What follows belongs to an exercise in optimizing a design on an open flow for small area, a short achievable clock period and few clock cycles per item; a production flow would make more cautious choices. Function was checked by simulation only, so behaviour that the tests miss may differ from the original.

## run 1
// multi_dataflow_core
module multi_dataflow_core (
  input  logic        ap_clk,
  input  logic        ap_rst,
  input  logic [31:0] in0_data,
  output logic        in0_full_n,
  input  logic        in0_write,
  input  logic [31:0] in1_data,
  output logic        in1_full_n,
  input  logic        in1_write,
  output logic [31:0] out0_data,
  input  logic        out0_full_n,
  output logic        out0_write,
  output logic [31:0] out1_data,
  input  logic        out1_full_n,
  output logic        out1_write,
  input  logic [7:0]  ID
);
Size: roughly 2300 cells after synthesis, roughly 370 flip-flops, ~24000 um2 of cells after synthesis.
clock: 8.5 ns
lec_check: 0
abc_area: 1
cap_margin: 20
core_margin: 2
core_utilization: 40
cts_cluster_diameter: 100
cts_cluster_size: 24
slew_margin: 20
synth_hierarchical: 1
standard.sh (not shown) runs the stock make flow with config.mk's settings and CLKGATE_MAP_FILE= SYNTH_SCRIPT=/design/flow/synth_recipe.tcl, a recipe that flattens the netlist after the stock synthesis.
==> flow/flow/run.sh <==
#!/bin/bash
# The standard layout, with the smallest plain buffers (buf_1) rather than the default delay-cell
# buffers on the ports, and timing repair aimed at 5.35 ns of setup slack. Make's full output
# goes to standard_flow.log in the work folder.
set -euo pipefail
bash standard.sh "BUFFER_PORTS_ARGS=-buffer_cell sky130_fd_sc_hd__buf_1" SETUP_SLACK_MARGIN=5.35 finish > standard_flow.log 2>&1
Run 1 | stages: all done | timing, DRC, antenna: all pass
Testbench counts of run 1, summed over its fixed seeds: cycles 8,288, items 8,192.
#### Input delta (run 2 over run 1)
==> flow/flow/run.sh <==
#!/bin/bash
# The standard layout, with plain buffers (buf_4) rather than the default delay-cell
# buffers on the ports, and timing repair aimed at 5.2 ns of setup slack. Make's full output
# goes to standard_flow.log in the work folder.
set -euo pipefail
bash standard.sh "BUFFER_PORTS_ARGS=-buffer_cell sky130_fd_sc_hd__buf_4" SETUP_SLACK_MARGIN=5.2 finish > standard_flow.log 2>&1
Results
- Setup slack was lower in the run labelled run 1.
- Diff run 2 and run 1: number of setup buffers added after CTS lower in run 2
- Run 2 and run 1 ended up with nearly the same die span in x.
- Summary of run 2 over run 1: first-iteration DRC count went up, number of standard cells in the layout, taps in and fillers out dropped 19, area growth from synthesis to layout grew by 0.32 points, synthesized area held steady.
#### Input delta (run 3 over run 2)
==> flow/flow/run.sh <==
#!/bin/bash
# The standard layout, with the smallest plain buffers (buf_1) rather than the default delay-cell
# buffers on the ports, and timing repair aimed at 5.2 ns of setup slack. Make's full output
# goes to standard_flow.log in the work folder.
set -euo pipefail
bash standard.sh "BUFFER_PORTS_ARGS=-buffer_cell sky130_fd_sc_hd__buf_1" SETUP_SLACK_MARGIN=5.2 finish > standard_flow.log 2>&1
[summary]
Run 2 → run 3: half-perimeter wire length of the detailed placement result went down by about 1.4%; remaining design rule violation count was more or less identical; number of fillers in the final layout went up by about 2%. Going from run 2 to run 3, routed wire length shrank by a few percent. The area fraction of clock buffers and clock inverters on run 3 is in line with that on run 2.
Inputs modified between run 3 and run 4:
- CORE_UTILIZATION changed from 40 to 50
==> notes.md <==
Number of different library cells in the post-synthesis netlist: run 4 vs run 3 identical
Relative to run 3, post-layout worst setup margin has gone down in run 4.
Going from run 3 to run 4, data arrival at the endpoint of the critical path shows an increase of 30 ps; wire length moved down.

Another version of the RTL of multi_dataflow_core (not shown whole).
Size: ~150 I/O pins, about 26000 µm² of cells after synthesis.
Design multi_dataflow_core, start of the top module:
module multi_dataflow_core (
  input  logic        ap_clk,
  input  logic        ap_rst,
  input  logic [31:0] in0_data,
  output logic        in0_full_n,
  input  logic        in0_write,
  input  logic [31:0] in1_data,
  output logic        in1_full_n,
  input  logic        in1_write,
  output logic [31:0] out0_data,
  input  logic        out0_full_n,
  output logic        out0_write,
  output logic [31:0] out1_data,
  input  logic        out1_full_n,
  output logic        out1_write,
  input  logic [7:0]  ID
);
export LEC_CHECK = 0
export ABC_AREA = 1
export CAP_MARGIN = 20
export CORE_MARGIN = 2
export CORE_UTILIZATION = 40
export CTS_CLUSTER_DIAMETER = 100
export CTS_CLUSTER_SIZE = 24
export SLEW_MARGIN = 20
export SYNTH_HIERARCHICAL = 1
create_clock -name core_clock -period 8.5 [get_ports {ap_clk}]
==> flow/flow/run.sh <==
#!/bin/bash
# The standard layout, with plain buffers (buf_4) rather than the default delay-cell
# buffers on the ports, and timing repair aimed at 5.3 ns of setup slack. Make's full output
# goes to standard_flow.log in the work folder.
set -euo pipefail
bash standard.sh "BUFFER_PORTS_ARGS=-buffer_cell sky130_fd_sc_hd__buf_4" SETUP_SLACK_MARGIN=5.3 finish > standard_flow.log 2>&1
Testbench counts at the start, summed over its fixed seeds: cycles 8,288, items 8,192.
Rerun with:
==> flow/flow/run.sh (replaced) <==
#!/bin/bash
# The standard layout, with plain buffers (buf_4) rather than the default delay-cell
# buffers on the ports. Make's full output goes to standard_flow.log in the work folder.
set -euo pipefail
bash standard.sh "BUFFER_PORTS_ARGS=-buffer_cell sky130_fd_sc_hd__buf_4" finish > standard_flow.log 2>&1
- CORE_UTILIZATION: 40 -> 55
- SETUP_SLACK_MARGIN: unset -> 5
The new run finished with timing, DRC and antenna clean. Clock skew falls by 0.026 ns. Wire length falls by about 4%. Synthesized area stays the same. Final cell count falls by 7.7%. Clock-buffer cell count falls by 1. Non-clock buffer count falls by 48.
Rerun with:
- CORE_UTILIZATION: 55 -> 40
- CTS_CLUSTER_DIAMETER: 100 -> unset
- CTS_CLUSTER_SIZE: 24 -> unset
What happened: The new run finished clean; routed wire length rose by 1.8%; clock skew rose by 0.017 ns; die area rose by 37%; worst hold slack degrades by 0.015 ns; utilization fell by 15 points; clock-buffer cell count rose by 30; setup slack improves by 0.091 ns; via count hardly moves; final area rose by 4.3%.

Setup of run a:
multi_dataflow_core, a different RTL version from the one above (not shown whole).
Size: ~2900 cells after synthesis, ~370 flip-flops, roughly 150 I/O pins, roughly 26000 µm² of cells after synthesis.
clock: 8.5 ns
lec_check: 0
abc_area: 1
cap_margin: 20
core_margin: 2
core_utilization: 40
setup_slack_margin: 5
slew_margin: 20
==> flow/flow/run.sh <==
#!/bin/bash
# The standard layout, with plain buffers (buf_4) rather than the default delay-cell
# buffers on the ports. Make's full output goes to standard_flow.log in the work folder.
set -euo pipefail
bash standard.sh "BUFFER_PORTS_ARGS=-buffer_cell sky130_fd_sc_hd__buf_4" finish > standard_flow.log 2>&1
Every stage of the flow completed for run a, and the final layout passed the timing, design-rule and antenna checks.
Testbench counts of run a, summed over its fixed seeds: cycles 8,288, items 8,192.
The inputs of run b differ from those of run a as listed below.
==> flow/run.sh (new file) <==
#!/bin/bash
# synth_recipe.tcl (not shown) runs the flow's synth.tcl, then flattens the netlist and writes it again
# the make line also repeats each setting of config.mk as NAME=value (left out here)
make -C /OpenROAD-flow-scripts/flow DESIGN_CONFIG=/design/flow/config.mk WORK_HOME=/design/flow/orfs CLKGATE_MAP_FILE= SYNTH_SCRIPT=/design/flow/synth_recipe.tcl finish
removed: flow/flow/run.sh
removed: flow/standard.sh
## What came out
Run a: PASS, flow complete, no timing, DRC or antenna violations. Run b: no failed stages, no open violations at the end. Of run a and run b, run a shows the lower wire length of the first global-routing pass, with run b above it. Compare run a and run b | count of cell instances traversed by the critical path higher: run b. Re global-route usage: run a was lower than run b. Max final period utilization across run a and run b: run b. Re final critical path time including I/O delays and setup: run b is 18 ps up on run a. For run a, the origin of the worst setup path was ha[17]$_DFFE_PN_, unlike run b, where it was bo[1]$_DFF_P_. Number of filler cells placed in the layout: run b < run a. Run b vs. run a: depth of the worst register-to-register path increased by 2 relative to the old numbers; measured slew at the worst slew-check pin decreased 33 ps; utilization after layout has increased; number of cells after detailed placement was more or less identical.

oak:
multi_dataflow_core with an RTL version that a note above also has.
For scale: ~370 flip-flops, about 150 I/O pins, ~24,000 sq um of cells after synthesis.
==> flow/config.mk <==
export PLATFORM = sky130hd
export DESIGN_NAME = multi_dataflow_core
export DESIGN_NICKNAME = multi_dataflow_core
export VERILOG_FILES = /design/flow/design.v
export SDC_FILE = /design/flow/constraint.sdc
export NUM_CORES = 4
export LEC_CHECK = 0
export ABC_AREA = 1
export CAP_MARGIN = 20
export CORE_MARGIN = 2
export CORE_UTILIZATION = 40
export CTS_CLUSTER_DIAMETER = 100
export CTS_CLUSTER_SIZE = 24
export SLEW_MARGIN = 20
export SYNTH_HIERARCHICAL = 1
==> flow/constraint.sdc <==
create_clock -name core_clock -period 8.5 [get_ports {ap_clk}]
set_input_delay 1.7000 -clock core_clock [delete_from_list [all_inputs] [get_ports {ap_clk}]]
set_output_delay 1.7000 -clock core_clock [all_outputs]
set_load 0.01 [all_outputs]
==> flow/flow/run.sh <==
#!/bin/bash
# The standard layout, with the smallest plain buffers (buf_1) rather than the default delay-cell
# buffers on the ports, and timing repair aimed at 5.1 ns of setup slack. Make's full output
# goes to standard_flow.log in the work folder.
set -euo pipefail
bash standard.sh "BUFFER_PORTS_ARGS=-buffer_cell sky130_fd_sc_hd__buf_1" SETUP_SLACK_MARGIN=5.1 finish > standard_flow.log 2>&1
Testbench counts of oak, summed over its fixed seeds: cycles 8,288, items 8,192.
## Diff of input files: pine against oak
==> flow/flow/run.sh <==
#!/bin/bash
# The standard layout, with the smallest plain buffers (buf_1) rather than the default delay-cell
# buffers on the ports, and timing repair aimed at 5.25 ns of setup slack. Make's full output
# goes to standard_flow.log in the work folder.
set -euo pipefail
bash standard.sh "BUFFER_PORTS_ARGS=-buffer_cell sky130_fd_sc_hd__buf_1" SETUP_SLACK_MARGIN=5.25 finish > standard_flow.log 2>&1
Findings:
Taking oak as the reference, in pine total of fill cells in the finished design shows a reduction of about 1%, via count shows an increase of 216, cell area shows an increase of 1.1%.
oak → pine: die area ~0 delta; first-pass GRT wire length +about 2.2%; remaining number of nets flagged by the antenna check after routing ~0 delta.
Run comparison: pine slowest library cell on the worst path sky130_fd_sc_hd__fa_1; oak slowest library cell on the worst path sky130_fd_sc_hd__fa_2
Area growth from synthesis to layout on pine is up relative to oak.
pine: worst reg-to-reg path cell count is 1 lower than what oak reported.
The run showing the greater post-CTS setup repair buffer count is pine.

multi_dataflow_core, a different RTL version from the one above (not shown whole).
Size: about 2,900 cells after synthesis, roughly 0.026 mm² of cells after synthesis.
Design multi_dataflow_core, start of the top module:
module multi_dataflow_core (
  input  logic        ap_clk,
  input  logic        ap_rst,
  input  logic [31:0] in0_data,
  output logic        in0_full_n,
  input  logic        in0_write,
  input  logic [31:0] in1_data,
  output logic        in1_full_n,
  input  logic        in1_write,
  output logic [31:0] out0_data,
  input  logic        out0_full_n,
  output logic        out0_write,
  output logic [31:0] out1_data,
  input  logic        out1_full_n,
  output logic        out1_write,
  input  logic [7:0]  ID
);
export LEC_CHECK = 0
export ABC_AREA = 1
export CAP_MARGIN = 20
export CORE_MARGIN = 2
export CORE_UTILIZATION = 40
export CTS_CLUSTER_DIAMETER = 100
export CTS_CLUSTER_SIZE = 24
export SETUP_SLACK_MARGIN = 5
export SLEW_MARGIN = 20
export SYNTH_HIERARCHICAL = 1
create_clock -name core_clock -period 8.5 [get_ports {ap_clk}]
==> flow/flow/run.sh <==
#!/bin/bash
# The standard layout, with plain buffers (buf_4) rather than the default delay-cell
# buffers on the ports. Make's full output goes to standard_flow.log in the work folder.
set -euo pipefail
bash standard.sh "BUFFER_PORTS_ARGS=-buffer_cell sky130_fd_sc_hd__buf_4" finish > standard_flow.log 2>&1
The baseline produced a clean layout.
Testbench counts at the start, summed over its fixed seeds: cycles 8,288, items 8,192.
Rerun with:
==> flow/flow/run.sh (replaced) <==
#!/bin/bash
# The standard layout, with plain buffers (buf_4) rather than the default delay-cell
# buffers on the ports, and timing repair aimed at 5.4 ns of setup slack. Make's full output
# goes to standard_flow.log in the work folder.
set -euo pipefail
bash standard.sh "BUFFER_PORTS_ARGS=-buffer_cell sky130_fd_sc_hd__buf_4" SETUP_SLACK_MARGIN=5.4 finish > standard_flow.log 2>&1
Settings changed: SETUP_SLACK_MARGIN 5 to unset.
What happened: Global-route usage goes up by 0.31 points. Hold slack gains 7.5 ps. Count of clock-buffer cells in the layout goes down by 2. Die area is unchanged. Critical path depth goes up by 1. Cell count goes up by 1.3%. Worst setup slack gains 110 ps. Routed wire length goes up by 2.4%. Register-to-register slack gains 110 ps.

==> separate check: timing with driven ports <==
Ports are ideal in the flow. The routed layouts listed here were re-timed in OpenROAD.
Step 1 (the two cells are an assumption about what drives the block):
set clk [get_ports {ap_clk}]
set_driving_cell -lib_cell sky130_fd_sc_hd__clkbuf_16 $clk
set_driving_cell -lib_cell sky130_fd_sc_hd__buf_2 [delete_from_list [all_inputs] $clk]
Step 2 times the ports against the registers' clock, not the clock port: input delays grow and output delays shrink by t, the midpoint of the rising clock arrivals with the driver on.
Three values: ideal ports, drivers, drivers and shift; two values: the first two.
run	shift t [ns]	setup slack, ns	worst slew at a driven data input, ns
run 1	0.613	5.149 / 5.149 / 4.943	0.05
run 2	0.643	5.192 / 5.192 / 4.863	0.07
run 3	0.632	5.130 / 5.130 / 4.767	0.04
run 4	0.617	5.102 / 5.102 / 4.859	0.04
the first run of note 2	0.641	5.014 / 5.014 / 4.898	0.05
the second run of note 2	0.615	4.955 / 4.955 / 4.648	0.06
the third run of note 2	0.633	5.045 / 5.045 / 4.599	0.05
run a	0.643	4.997 / 4.997 / 4.574	0.05
run b	0.645	4.979 / 4.979 / 4.519	0.05
oak	0.617	5.012 / 5.012 / 4.782	0.05
pine	0.621	5.136 / 5.136 / 4.918	0.05
the first run of note 5	0.633	5.044 / 5.044 / 4.633	0.05
the second run of note 5	0.624	5.151 / 5.151 / 4.963	0.04
After both steps setup and hold are still met in every run listed. The setup slack of run b, which loses most, moves by 0.000 ns with the drivers and by -0.460 ns with both steps.
